Source: an optimization exercise on an open RTL-to-GDS flow (aim: small area and a short achievable clock period). Production flows keep margins and buffers that such runs may drop.
RTL that was checked went through simulation tests only; none was proved equivalent to the original.
No activity file was given, so power comes from the tool's default toggle rates.

== run 1 ==
Design cluster_hwpe_tile, start of the top module:
module cluster_hwpe_tile #(
  parameter int unsigned OpndDepth = 4,
  parameter int unsigned ResDepth  = 4
) (
  input  logic                               clk_i,
  input  logic                               rst_n_i,
  input  logic                               wb_cyc_i,
  input  logic                               wb_stb_i,
  input  logic                               wb_we_i,
  input  logic [tile_cfg_pkg::WB_ADDR_W-1:0] wb_adr_i,
  input  logic [tile_cfg_pkg::WB_DATA_W-1:0] wb_dat_i,
  output logic [tile_cfg_pkg::WB_DATA_W-1:0] wb_dat_o,
  output logic                               wb_ack_o,
  output logic                               wb_err_o,
  output logic                               evt_o
);
  logic                                opnd_valid;
  logic                                opnd_ready;
  hwpe_pkg::operand_pair_t             opnd_data;
  logic                                eng_in_valid;
  logic                                eng_in_ready;
  hwpe_pkg::operand_pair_t             eng_in_data;
  hwpe_pkg::operand_pair_t             eng_in_next;
  logic                                eng_out_valid;
  logic                                eng_out_ready;
  hwpe_pkg::result_t                   eng_out_data;
  logic                                rf_valid;
  logic                                rf_ready;
  hwpe_pkg::result_t                   rf_data;
  logic                                head_valid;
  hwpe_pkg::result_t                   head_data;
  logic [tile_cfg_pkg::CTRL_LEN_W-1:0] consumed;
  logic [tile_cfg_pkg::CTRL_LEN_W-1:0] job_len;
  hwpe_pkg::opcode_e                   opcode;
  logic                                start;
  logic                                res_pop;
  hwpe_ctrl_decode i_decode (
    .clk_i        (clk_i),
    .rst_n_i      (rst_n_i),
    .wb_cyc_i     (wb_cyc_i),
    .wb_stb_i     (wb_stb_i),
    .wb_we_i      (wb_we_i),
    .wb_adr_i     (wb_adr_i),
    .wb_dat_i     (wb_dat_i),
    .wb_dat_o     (wb_dat_o),
    .wb_ack_o     (wb_ack_o),
    .wb_err_o     (wb_err_o),
    .opnd_valid_o (opnd_valid),
    .opnd_ready_i (opnd_ready),
    .opnd_data_o  (opnd_data),
    .start_o      (start),
    .opcode_o     (opcode),
  ...
==> flow/config.mk <==
export PLATFORM = sky130hd
export DESIGN_NAME = cluster_hwpe_tile
export DESIGN_NICKNAME = cluster_hwpe_tile
export VERILOG_FILES = /design/flow/design.v
export SDC_FILE = /design/flow/constraint.sdc
export NUM_CORES = 4
export LEC_CHECK = 0
export ABC_CLOCK_PERIOD_IN_PS = 3500
export CAP_MARGIN = 20
export CORE_MARGIN = 2
export CORE_UTILIZATION = 40
export SLEW_MARGIN = 20
export TNS_END_PERCENT = 20
==> flow/constraint.sdc <==
create_clock -name core_clock -period 10.0 [get_ports {clk_i}]
set_input_delay 2.0000 -clock core_clock [delete_from_list [all_inputs] [get_ports {clk_i}]]
set_output_delay 2.0000 -clock core_clock [all_outputs]
set_load 0.01 [all_outputs]
standard.sh (not shown) runs the stock make flow with config.mk's settings and CLKGATE_MAP_FILE= SYNTH_SCRIPT=/design/flow/synth_recipe.tcl, a recipe that flattens the netlist after the stock synthesis.
==> flow/flow/run.sh <==
#!/bin/bash
# Standard synthesis, then the standard layout with a tighter setup
# target for repair_timing (the clock and constraints are unchanged).
set -euo pipefail
MARGIN=${MARGIN:-6.9}
bash standard.sh synth > synth.log 2>&1
bash standard.sh SETUP_SLACK_MARGIN=$MARGIN "BUFFER_PORTS_ARGS=-buffer_cell sky130_fd_sc_hd__buf_2" finish > layout.log 2>&1
Changes in run 2 relative to run 1:
- putting CTS_CLUSTER_DIAMETER at 120 where nothing was set
- putting CTS_CLUSTER_SIZE at 24 where nothing was set
- clearing TNS_END_PERCENT, which used to be 20
--- a/flow/flow/run.sh
+++ b/flow/flow/run.sh
@@ -5 +5 @@
-MARGIN=${MARGIN:-6.9}
+MARGIN=${MARGIN:-6.8}
[summary]
Run 2 against run 1: fraction of standard cell area in multi-input logic picked up an extra 1.6 points, via count lost about 1.5%, met3 routing resource usage after global routing lost 1.0 points. Relative to run 1, run 2 degrades maximum vdd drop. Total stage count of the critical path delta for run 2 relative to run 1: 4 higher.
Setup changes, run 2 to run 3
- CTS_CLUSTER_SIZE: 24 -> unset
- CTS_CLUSTER_DIAMETER: 120 -> unset
--- a/flow/flow/run.sh
+++ b/flow/flow/run.sh
@@ -3 +3,3 @@
-# target for repair_timing (the clock and constraints are unchanged).
+# target for repair_timing and plain buffers on the ports; each step logs
+# to its own file here (the ORFS logs are under orfs/logs).
+# The clock and constraints are unchanged.
### Flow results
Of run 2 and run 3, the run reporting the lower minimum period implied by the final worst setup slack was run 3. Run 3 vs run 2 — setup slack of the critical path after layout rose 52 ps. Number of buffers inserted by post-CTS setup repair for run 3 is higher than for run 2. There was hardly any difference in wire length reported by the detailed router between run 2 and run 3. Compared with run 2, in run 3 first-pass GRT wire length picked up an extra about 1%, fraction of area in registers lost 0.96 points, final area picked up an extra about 2.2%, flop-to-flop setup slack picked up an extra 50 ps.
Input-level comparison between run 4 and run 3:
--- a/flow/flow/run.sh
+++ b/flow/flow/run.sh
@@ -3,3 +3 @@
-# target for repair_timing and plain buffers on the ports; each step logs
-# to its own file here (the ORFS logs are under orfs/logs).
-# The clock and constraints are unchanged.
+# target for repair_timing (the clock and constraints are unchanged).
[summary]
- Between run 3 and run 4, the difference in flip-flop and latch area is negligible.
- Reported for run 3 and run 4, total global routing overflow turned out identical to the last digit.
- Re sequential share of cell area: no difference whatsoever between run 3 and run 4.
- Between run 4 and run 3, the count of placed standard cells in the final layout, fillers left out does not differ in any meaningful way.
- As far as logic gate share of total power is concerned, run 4 and run 3 perform about the same.
- Diff run 3 -> run 4: sequential power share neither gained nor lost much; proportion of power drawn by the clock network did not really move; share of the clock period used by the worst path stayed essentially flat; final-stage net count held.


Another version of the RTL of cluster_hwpe_tile (not shown whole).
Size in the first run: roughly 470 flip-flops, roughly 100 I/O pins, about 26000 sq um of cells after synthesis.
clock: 10.0 ns
lec_check: 0
abc_clock_period_in_ps: 3500
cap_margin: 20
core_margin: 2
core_utilization: 40
cts_cluster_diameter: 120
cts_cluster_size: 24
place_density: 0.75
slew_margin: 20
==> flow/flow/run.sh <==
#!/bin/bash
# Standard synthesis, then the standard layout with a tighter setup
# target for repair_timing and plain buffers on the ports; each step logs
# to its own file here (the ORFS logs are under orfs/logs).
# The clock and constraints are unchanged.
set -euo pipefail
MARGIN=${MARGIN:-6.6}
bash standard.sh synth > synth.log 2>&1
bash standard.sh SETUP_SLACK_MARGIN=$MARGIN "BUFFER_PORTS_ARGS=-buffer_cell sky130_fd_sc_hd__buf_2" finish > layout.log 2>&1
The starting point finished clean.
Then changed:
CTS_CLUSTER_DIAMETER = 160   (was 120)
CTS_CLUSTER_SIZE = 20   (was 24)
PLACE_DENSITY = unset   (was 0.75)
After rerunning: Fmax increases by 1.7%; count of clock-buffer cells in the layout rose by 8; hold slack gets worse by 0.0080 ns.
Then changed:
CTS_CLUSTER_DIAMETER = 120   (was 160)
CTS_CLUSTER_SIZE = 24   (was 20)
- worst setup slack got worse by 0.017 ns
- power is about the same
- hold slack improved by 0.011 ns
- critical path depth climbs by 2
- design area hardly moves
- combinational power is about the same
- wire length barely changes
- utilization climbs by 0.11 points
- global-route usage drops by 0.16 points
Then changed:
--- a/flow/flow/run.sh
+++ b/flow/flow/run.sh
@@ -6,3 +6,3 @@
 set -euo pipefail
-MARGIN=${MARGIN:-6.6}
+MARGIN=${MARGIN:-6.75}
 bash standard.sh synth > synth.log 2>&1
CTS_CLUSTER_DIAMETER = 140   (was 120)
CTS_CLUSTER_SIZE = 22   (was 24)
Effect:
- The changed run finished clean
- synthesized cell count is unchanged
- wire length shrinks by about 3%
- die area is unchanged
- via count shrinks by about 0.64%
- setup slack gains 0.040 ns
- total power grows by about 1.2%
- utilization grows by 0.57 points
- critical path depth shrinks by 1
- design area grows by about 1.3%


Setup of v49:
cluster_hwpe_tile again, from the RTL that the note above started with.
Settings: LEC_CHECK=0, ABC_CLOCK_PERIOD_IN_PS=3500, CAP_MARGIN=20, CORE_MARGIN=2, CORE_UTILIZATION=40, CTS_CLUSTER_DIAMETER=140, CTS_CLUSTER_SIZE=22, SLEW_MARGIN=20; clock period 10.0 ns.
==> flow/flow/run.sh <==
#!/bin/bash
# Standard synthesis, then the standard layout with a tighter setup
# target for repair_timing and plain buffers on the ports; each step logs
# to its own file here (the ORFS logs are under orfs/logs).
# The clock and constraints are unchanged.
set -euo pipefail
MARGIN=${MARGIN:-6.5}
bash standard.sh synth > synth.log 2>&1
bash standard.sh SETUP_SLACK_MARGIN=$MARGIN "BUFFER_PORTS_ARGS=-buffer_cell sky130_fd_sc_hd__buf_2" finish > layout.log 2>&1
Per the final summary, v49 finished and its layout is clean on timing, DRC and antenna.
--- input diff v49..v50 ---
Settings: CTS_CLUSTER_DIAMETER: 140 -> 120; TNS_END_PERCENT: unset -> 10; CTS_CLUSTER_SIZE: 22 -> 24.
--- a/flow/flow/run.sh
+++ b/flow/flow/run.sh
@@ -5,5 +5,5 @@
 # The clock and constraints are unchanged.
 set -euo pipefail
-MARGIN=${MARGIN:-6.5}
+MARGIN=${MARGIN:-7.0}
 bash standard.sh synth > synth.log 2>&1
 bash standard.sh SETUP_SLACK_MARGIN=$MARGIN "BUFFER_PORTS_ARGS=-buffer_cell sky130_fd_sc_hd__buf_2" finish > layout.log 2>&1
## What came out
Post-route clock period utilization ended up 1.2 points lower on v50 than on v49. Going from v49 to v50, violation count after the first detailed-routing iteration picked up an extra 97, simple logic cell fraction of the synthesized area stayed essentially flat, overall power of the completed layout up about 0.65%, non-clock buffer contribution to total cell area increased 1.0 points. Final standard cell area without fillers ended up about 1.6% higher on v50 than on v49. Global-route wire length before repair was lower in the run labelled v49. Total length of routed met2 wires (v50 vs. v49) increases slightly. Minimum setup slack among reg-to-reg paths delta for v50 relative to v49: 0.12 ns higher. Summary of v50 over v49: worst-case hold slack lost 0.0077 ns; routed wire length now larger.
Input changes introduced in v16 (baseline for comparison: v50):
Settings: CTS_CLUSTER_SIZE now 22, was 24; TNS_END_PERCENT no longer set, was 10; CTS_CLUSTER_DIAMETER now 140, was 120.
--- a/flow/flow/run.sh
+++ b/flow/flow/run.sh
@@ -5,5 +5,5 @@
 # The clock and constraints are unchanged.
 set -euo pipefail
-MARGIN=${MARGIN:-7.0}
+MARGIN=${MARGIN:-6.6}
 bash standard.sh synth > synth.log 2>&1
 bash standard.sh SETUP_SLACK_MARGIN=$MARGIN "BUFFER_PORTS_ARGS=-buffer_cell sky130_fd_sc_hd__buf_2" finish > layout.log 2>&1
### Flow results
The run showing the greater overall fraction of global-route tracks in use is v16.
| post-CTS setup buffer count | v16 vs v50 | 28 lower |
The higher wire length on met3 of v16 and v50 is in v16.
The run with more setup slack is v16; v50 has less.
Taking v50 as the reference point, the non-clock buffer count of v16 falls by 26.
Cmp v16 and v50 / cell count / lower: v16
As far as data arrival time of the critical path is concerned, v16 and v50 perform about the same.
The cell with the largest stage delay on the worst path comes out sky130_fd_sc_hd__fa_1 in one run and sky130_fd_sc_hd__fa_2 in the other, namely in v16 and v50 respectively.
Relative to v16, the following input files were edited for v42:
Settings: CTS_CLUSTER_DIAMETER changed from 140 to 120; CTS_CLUSTER_SIZE changed from 22 to 24.
--- a/flow/flow/run.sh
+++ b/flow/flow/run.sh
@@ -5,5 +5,5 @@
 # The clock and constraints are unchanged.
 set -euo pipefail
-MARGIN=${MARGIN:-6.6}
+MARGIN=${MARGIN:-6.75}
 bash standard.sh synth > synth.log 2>&1
 bash standard.sh SETUP_SLACK_MARGIN=$MARGIN "BUFFER_PORTS_ARGS=-buffer_cell sky130_fd_sc_hd__buf_2" finish > layout.log 2>&1
Notes after the runs:
- Between v16 and v42, the flow reports cell count increasing slightly.
- Routed wire in v42 totals less than in v16.
- v42 falls short of v16 in total net switching power.
- Higher final setup slack of the worst path was reported by v42, not v16.
- Comparing clock group share of total power for v16 and v42, the bigger number came from v16.
- v16 has a higher sum of net half-perimeters after detailed placement than v42.
- Compared v16 against v42; height of the die within noise.


cluster_hwpe_tile, a different RTL version from the one above (not shown whole).
Size: about 100 I/O pins, roughly 0.027 mm2 of cells after synthesis.
==> flow/design.v (excerpt) <==
module cluster_hwpe_tile #(
  parameter int unsigned OpndDepth = 4,
  parameter int unsigned ResDepth  = 4
) (
  input  logic                               clk_i,
  input  logic                               rst_n_i,
  input  logic                               wb_cyc_i,
  input  logic                               wb_stb_i,
  input  logic                               wb_we_i,
  input  logic [tile_cfg_pkg::WB_ADDR_W-1:0] wb_adr_i,
  input  logic [tile_cfg_pkg::WB_DATA_W-1:0] wb_dat_i,
  output logic [tile_cfg_pkg::WB_DATA_W-1:0] wb_dat_o,
  output logic                               wb_ack_o,
  output logic                               wb_err_o,
  output logic                               evt_o
);
clock: 10.0 ns
lec_check: 0
abc_clock_period_in_ps: 3500
cap_margin: 20
core_margin: 2
core_utilization: 40
slew_margin: 20
==> flow/flow/run.sh <==
#!/bin/bash
# Standard synthesis, then the standard layout with a tighter setup
# target for repair_timing (the clock and constraints are unchanged).
set -euo pipefail
MARGIN=${MARGIN:-7}
bash standard.sh synth > synth.log 2>&1
bash standard.sh SETUP_SLACK_MARGIN=$MARGIN "BUFFER_PORTS_ARGS=-buffer_cell sky130_fd_sc_hd__buf_2" finish > layout.log 2>&1
The baseline completed with no timing, DRC or antenna violations.
Then changed:
==> flow/flow/run.sh (replaced) <==
#!/bin/bash
# Standard synthesis, then the standard layout with a tighter setup
# target for repair_timing (the clock and constraints are unchanged).
set -euo pipefail
MARGIN=${MARGIN:-6.8}
bash standard.sh synth > synth.log 2>&1
bash standard.sh SETUP_SLACK_MARGIN=$MARGIN "BUFFER_PORTS_ARGS=-buffer_cell sky130_fd_sc_hd__buf_2" finish > layout.log 2>&1
The new run went through all stages and came out clean; count of clock-buffer cells in the layout drops by 1; design area drops by 2.4%; total power drops by 2.0%; synthesized cell count is unchanged; setup slack is worse by 0.032 ns; global-route usage climbs by 0.13 points; wire length climbs by 0.33%; area after synthesis does not change; hold slack barely changes; fmax drops by 0.98%.
Then changed:
==> flow/flow/run.sh (replaced) <==
#!/bin/bash
# Standard synthesis, then the standard layout with a tighter setup
# target for repair_timing (the clock and constraints are unchanged).
set -euo pipefail
MARGIN=${MARGIN:-7}
bash standard.sh synth > synth.log 2>&1
bash standard.sh SETUP_SLACK_MARGIN=$MARGIN "BUFFER_PORTS_ARGS=-buffer_cell sky130_fd_sc_hd__buf_2" finish > layout.log 2>&1
TNS_END_PERCENT = 5   (was default)
=> Count of clock-buffer cells in the layout climbs by 6; design area drops by 2.3%; routed wire length drops by 3.2%; critical path depth climbs by 3; global-route usage drops by 0.67 points; first-iteration DRC count climbs by 0.65%.
No functional check of the RTL was part of any run of this note.


Setup of job 1778:
cluster_hwpe_tile, a different RTL version from the one above (not shown whole).
Size: roughly 100 I/O pins, ~0.026 mm2 of cells after synthesis.
clock: 10.0 ns
lec_check: 0
abc_clock_period_in_ps: 3500
cap_margin: 20
core_margin: 2
core_utilization: 40
cts_cluster_diameter: 120
cts_cluster_size: 24
slew_margin: 20
==> flow/flow/run.sh <==
#!/bin/bash
# Standard synthesis, then the standard layout with a tighter setup
# target for repair_timing (the clock and constraints are unchanged).
set -euo pipefail
MARGIN=${MARGIN:-6.8}
bash standard.sh synth > synth.log 2>&1
bash standard.sh SETUP_SLACK_MARGIN=$MARGIN "BUFFER_PORTS_ARGS=-buffer_cell sky130_fd_sc_hd__buf_2" finish > layout.log 2>&1
Input changes introduced in job 4736 (baseline for comparison: job 1778):
==> flow/flow/run.sh <==
#!/bin/bash
# Standard synthesis, then the standard layout with a tighter setup
# target for repair_timing and plain buffers on the ports; each step logs
# to its own file here (the ORFS logs are under orfs/logs).
# The clock and constraints are unchanged.
set -euo pipefail
MARGIN=${MARGIN:-6.6}
bash standard.sh synth > synth.log 2>&1
bash standard.sh SETUP_SLACK_MARGIN=$MARGIN "BUFFER_PORTS_ARGS=-buffer_cell sky130_fd_sc_hd__buf_2" finish > layout.log 2>&1
Job 4736: full flow OK, the timing, DRC and antenna checks passed. Per the comparison of job 4736 with job 1778, cell count after placement roughly the same, total routing usage reported by global routing went down. Looking at number of filler cells placed in the layout, job 4736 sits 59 higher than job 1778 does. Changes observed in job 4736 relative to job 1778: design area moved down, met2 usage in global routing moved down, combinational power moved down. Diff job 1778..job 4736 | critical path depth in cells | unchanged. In the reports for job 4736 and job 1778, the smaller final critical-path required period belongs to job 1778. Job 4736 and job 1778 ended up with roughly the same worst slack on hold paths. Job 4736 reports its start point of the critical path as i_opnd_fifo.mem_q[0][5] while job 1778 reports i_opnd_fifo.mem_q[0][14]. [compare] base=job 1778 new=job 4736: wire length decreased about 1.2%; clock skew decreased 0.0034 ns.
> inputs changed (job 4736 -> job 4757)
==> flow/flow/run.sh <==
#!/bin/bash
# Standard synthesis, then the standard layout with a tighter setup
# target for repair_timing (the clock and constraints are unchanged).
set -euo pipefail
MARGIN=${MARGIN:-6.8}
bash standard.sh synth > synth.log 2>&1
bash standard.sh SETUP_SLACK_MARGIN=$MARGIN "BUFFER_PORTS_ARGS=-buffer_cell sky130_fd_sc_hd__buf_2" finish > layout.log 2>&1
diff --git a/flow/config.mk b/flow/config.mk
--- a/flow/config.mk
+++ b/flow/config.mk
@@ -10,3 +10,3 @@
 export CORE_MARGIN = 2
-export CORE_UTILIZATION = 40
+export CORE_UTILIZATION = 55
 export CTS_CLUSTER_DIAMETER = 120
### Flow results
On utilization after layout: job 4757 sits above job 4736. Looking at final setup slack of the worst path, job 4757 sits 0.035 ns lower than job 4736 does. Taking job 4736 as the reference point, the clock-buffer cell count of job 4757 rises by 2.5%. Count of placed standard cells in the final layout, fillers left out: job 4757 vs job 4736 down 189.
Input changes introduced in job 1208 (baseline for comparison: job 4757):
diff --git a/flow/config.mk b/flow/config.mk
--- a/flow/config.mk
+++ b/flow/config.mk
@@ -10,5 +10,5 @@
 export CORE_MARGIN = 2
-export CORE_UTILIZATION = 55
-export CTS_CLUSTER_DIAMETER = 120
-export CTS_CLUSTER_SIZE = 24
+export CORE_UTILIZATION = 40
+export CTS_CLUSTER_DIAMETER = 130
+export CTS_CLUSTER_SIZE = 27
 export SLEW_MARGIN = 20
Findings:
Compared with job 4757, job 1208 shows a higher post-layout worst setup margin. In terms of total count of hold-check failures in the final report, job 4757 and job 1208 differ only marginally. The more densely filled core belongs to job 4757, not job 1208. Non-clock buffer count, job 1208 and job 4757: lower on job 1208. A highest layer used for signal routing of met5 is what job 4757 shows, while met4 belongs to job 1208. Higher static power due to leakage among job 1208 and job 4757: job 4757.
### job 1208 -> job 5600
diff --git a/flow/flow/run.sh b/flow/flow/run.sh
--- a/flow/flow/run.sh
+++ b/flow/flow/run.sh
@@ -4,3 +4,3 @@
 set -euo pipefail
-MARGIN=${MARGIN:-6.8}
+MARGIN=${MARGIN:-6.6}
 bash standard.sh synth > synth.log 2>&1
diff --git a/flow/config.mk b/flow/config.mk
--- a/flow/config.mk
+++ b/flow/config.mk
@@ -11,4 +11,4 @@
 export CORE_UTILIZATION = 40
-export CTS_CLUSTER_DIAMETER = 130
-export CTS_CLUSTER_SIZE = 27
+export CTS_CLUSTER_DIAMETER = 120
+export CTS_CLUSTER_SIZE = 24
 export SLEW_MARGIN = 20
Every stage of the flow completed for job 5600, and the final layout passed the timing, DRC and antenna checks.
Comparing final setup slack of the worst path for job 1208 and job 5600, the smaller number came from job 1208.
Job 5600 contains fewer vias than job 1208.
Core utilization: job 1208 and job 5600 compared, lower one is job 5600
Between job 1208 and job 5600, the critical path arrival figures differ only marginally.
Job 1208 → job 5600: mux cell area share after synthesis stayed essentially flat; final area fell by about 2.3%; fraction of the yosys area taken by sequential cells stayed essentially flat; maximum net fanout on the critical path rose by 13.
Job 5600 has overall power below what job 1208 had.

## static timing again, ports no longer ideal
In the flow no input, the clock included, has a driving cell. The finished layouts below were timed again as built, in two steps.
Step 1 (the two cells are an assumption about what drives the block):
set clk [get_ports {clk_i}]
set_driving_cell -lib_cell sky130_fd_sc_hd__clkbuf_16 $clk
set_driving_cell -lib_cell sky130_fd_sc_hd__buf_2 [delete_from_list [all_inputs] $clk]
Step 2, shift: input delay + t, output delay - t, t = (earliest + latest rising clock arrival at the registers) / 2. This alone moves slack from input paths to output paths.
a / b / c = ideal ports / drivers / drivers and shift; a / b = the first two.
| run | shift t [ns] | slack for setup (ns) | worst setup path after step 2 | slew at the worst register clock pin (ns) | worst slew at a driven data input, ns |
|---|---|---|---|---|---|
| run 1 | 0.671 | 6.670 / 6.670 / 6.141 | input to register | 0.07 / 0.07 | 0.11 |
| run 2 | 0.653 | 6.665 / 6.665 / 6.394 | input to register | 0.10 / 0.10 | 0.04 |
| run 3 | 0.682 | 6.718 / 6.718 / 6.354 | input to register | 0.07 / 0.07 | 0.05 |
| run 4 | 0.682 | 6.718 / 6.718 / 6.354 | input to register | 0.07 / 0.07 | 0.05 |
| the first run of note 2 | 0.633 | 6.653 / 6.653 / 6.233 | input to register | 0.10 / 0.10 | 0.04 |
| the second run of note 2 | 0.667 | 6.710 / 6.710 / 6.117 | input to register | 0.11 / 0.11 | 0.05 |
| the third run of note 2 | 0.653 | 6.693 / 6.693 / 6.204 | input to register | 0.10 / 0.10 | 0.06 |
| the fourth run of note 2 | 0.649 | 6.733 / 6.733 / 6.236 | input to register | 0.11 / 0.11 | 0.04 |
| v49 | 0.650 | 6.603 / 6.603 / 6.039 | input to register | 0.10 / 0.10 | 0.05 |
| v50 | 0.643 | 6.722 / 6.722 / 6.459 | input to register | 0.11 / 0.11 | 0.05 |
| v16 | 0.647 | 6.727 / 6.727 / 6.201 | input to register | 0.10 / 0.10 | 0.06 |
| v42 | 0.651 | 6.751 / 6.751 / 6.250 | input to register | 0.10 / 0.10 | 0.04 |
| the first run of note 4 | 0.667 | 6.731 / 6.731 / 6.357 | input to register | 0.07 / 0.07 | 0.10 |
| the second run of note 4 | 0.667 | 6.698 / 6.698 / 6.264 | input to register | 0.07 / 0.07 | 0.11 |
| the third run of note 4 | 0.655 | 6.628 / 6.628 / 6.276 | input to register | 0.07 / 0.07 | 0.09 |
| job 1778 | 0.657 | 6.580 / 6.580 / 6.286 | input to register | 0.10 / 0.10 | 0.05 |
| job 4736 | 0.633 | 6.570 / 6.570 / 6.141 | input to register | 0.11 / 0.11 | 0.06 |
| job 4757 | 0.654 | 6.535 / 6.535 / 6.280 | input to register | 0.11 / 0.11 | 0.04 |
| job 1208 | 0.645 | 6.562 / 6.562 / 6.317 | input to register | 0.11 / 0.11 | 0.05 |
| job 5600 | 0.633 | 6.570 / 6.570 / 6.141 | input to register | 0.11 / 0.11 | 0.06 |
After both steps every run listed still meets setup and hold. For the second run of note 2, which loses most, drivers alone change the setup slack by 0.000 ns; drivers and shift together by -0.593 ns.
